Context: an optimization exercise on an open-source flow, tuned for small area and a short achievable clock period. The choices shown serve that exercise and are no tape-out recipe.
Only simulation tests tie the RTL to the original design; equivalence was not proved.

== garnet ==
// sidAudioPath
module sidAudioPath (
  input  logic               clk,
  input  logic               rst,
  input  logic               sampleValid,
  input  logic signed [11:0] voice0,
  input  logic signed [11:0] voice1,
  input  logic signed [11:0] voice2,
  input  logic [7:0]         env0,
  input  logic [7:0]         env1,
  input  logic [7:0]         env2,
  input  logic [2:0]         filterRoute,
  input  logic [1:0]         mode,
  input  logic [15:0]        coef,
  input  logic [3:0]         volume,
  output logic signed [15:0] audioOut,
  output logic               audioValid
);
  logic val1, val2, val3, val4, val5, val6;
  logic rst_r;   
  always_ff @(posedge clk) begin
    val1       <= sampleValid & ~rst;
    val2       <= val1 & ~rst;
    val3       <= val2 & ~rst;
    val4       <= val3 & ~rst;
    val5       <= val4 & ~rst;
    val6       <= val5 & ~rst;
    audioValid <= val6 & ~rst;
    rst_r      <= rst;
  end
  logic [11:0] v0_1, v1_1, v2_1;
  logic [7:0]  e0_1, e1_1, e2_1;
  logic [2:0]  rt_1;
  logic [15:0] coef_r;
  logic [1:0]  mode_r;
  logic [3:0]  vol_r;
  always_ff @(posedge clk) begin
    v0_1 <= voice0; v1_1 <= voice1; v2_1 <= voice2;
    e0_1 <= env0;   e1_1 <= env1;   e2_1 <= env2;
    rt_1   <= filterRoute;
    coef_r <= coef;
    mode_r <= mode;
    vol_r  <= volume;
  end
  logic [8:0] kb_one, kb_two, kb_neg;   
  wire [16:0] Kc = 17'h10000 - {1'b0, coef_r};
  always_ff @(posedge clk) begin
    kb_one[0] <= Kc[0] ^ 1'b0; kb_two[0] <= (Kc[1] & ~Kc[0] & ~1'b0) | (~Kc[1] & Kc[0] & 1'b0); kb_neg[0] <= Kc[1] & ~(Kc[0] & 1'b0);
    kb_one[1] <= Kc[2] ^ Kc[1]; kb_two[1] <= (Kc[3] & ~Kc[2] & ~Kc[1]) | (~Kc[3] & Kc[2] & Kc[1]); kb_neg[1] <= Kc[3] & ~(Kc[2] & Kc[1]);
  ...
Size: roughly 370 flip-flops, roughly 110 I/O pins, ~42000 um^2 of cells after synthesis.
export LEC_CHECK = 0
export CAP_MARGIN = 20
export CORE_MARGIN = 2
export CORE_UTILIZATION = 40
export SLEW_MARGIN = 20
create_clock -name core_clock -period 20.0 [get_ports {clk}]
run.sh (not shown) runs the stock make flow with config.mk's settings and CLKGATE_MAP_FILE= SYNTH_SCRIPT=/design/flow/synth_recipe.tcl, a recipe that flattens the netlist after the stock synthesis.
garnet did not stop at any stage, and its layout met the timing, design-rule and antenna checks.
Setup changes, garnet to fjord
==> flow/flow/run.sh (new file) <==
#!/bin/bash
# The standard layout, with the resizer's setup repair aimed at a shorter period than the
# 20 ns constraint (the SDC itself is unchanged): paths with less than MARGIN ns of slack
# are sized up and buffered.
set -euo pipefail
MARGIN=$(cat flow/margin.txt)
bash standard.sh SETUP_SLACK_MARGIN=$MARGIN finish > standard.log 2>&1
==> flow/flow/margin.txt (new file) <==
13
==> flow/standard.sh (new file) <==
#!/bin/bash
# synth_recipe.tcl (not shown) runs the flow's synth.tcl, then flattens the netlist and writes it again
# the make line also repeats each setting of config.mk as NAME=value (left out here)
make -C /OpenROAD-flow-scripts/flow DESIGN_CONFIG=/design/flow/config.mk WORK_HOME=/design/flow/orfs CLKGATE_MAP_FILE= SYNTH_SCRIPT=/design/flow/synth_recipe.tcl "${@:-finish}"
removed: flow/run.sh
### Flow results
Compared with garnet, in fjord via count rose 180, footprint of the multi-input gates moved up, wire length of the first global-routing pass increased 0.44%.
For aggregate global-route resource usage, fjord and garnet come out practically identical.
Summary of the comparison: transition at the pin with the smallest max-transition slack is higher in fjord, relative to garnet.
fjord completed; timing, DRC and antenna clean
Inputs modified between fjord and onyx:
==> flow/flow/margin.txt <==
14
Results
- onyx was carried through to the last stage, and its layout satisfied the timing, design-rule and antenna checks.
- Comparing fjord and onyx, the higher core occupancy in the finished layout was measured on onyx.
- onyx vs. fjord: minimum clock period after layout dropped 360 ps, via count rose by about 1.7%.
- met4 as the highest metal layer with signal wires was reported by fjord, and met5 by onyx.
- Placer's final routability congestion estimate, fjord and onyx: lower on fjord
- [compare] base=fjord new=onyx: share of cells above drive strength 1 moved up, number of global-route vias before repair went up, number of signal-net buffers in the layout grew by about 55%.
- onyx: cell count is about 1.7% higher than what fjord reported.

==> static timing again, ports no longer ideal <==
No port has a modelled driver above. Below, the same layouts with a new extraction and two added sets of constraints. Step 1 sets driving cells, clkbuf_16 on the clock port and buf_2 on the other inputs (assumed; they add their load-dependent delay and slew). Step 2 adds t to the input delays and takes it off the output delays; t is the mean of the earliest and latest rising clock arrival at the registers after step 1. Input paths then give back, and output paths get back, about the clock's delay inside the block. a / b / c = ideal / step 1 / step 2; a / b = the first two.
| run | shift t [ns] | slack for setup (ns) | worst setup path after step 2 | slew at the worst register clock pin (ns) | worst data-port slew with drivers (ns) |
|---|---|---|---|---|---|
| garnet | 0.651 | 12.072 / 12.072 / 12.072 | register to register | 0.08 / 0.08 | 0.07 |
| fjord | 0.651 | 13.188 / 13.188 / 13.188 | register to register | 0.08 / 0.08 | 0.07 |
| onyx | 0.657 | 13.544 / 13.544 / 13.544 | register to register | 0.07 / 0.07 | 0.06 |
After both steps every run listed still meets setup and hold.
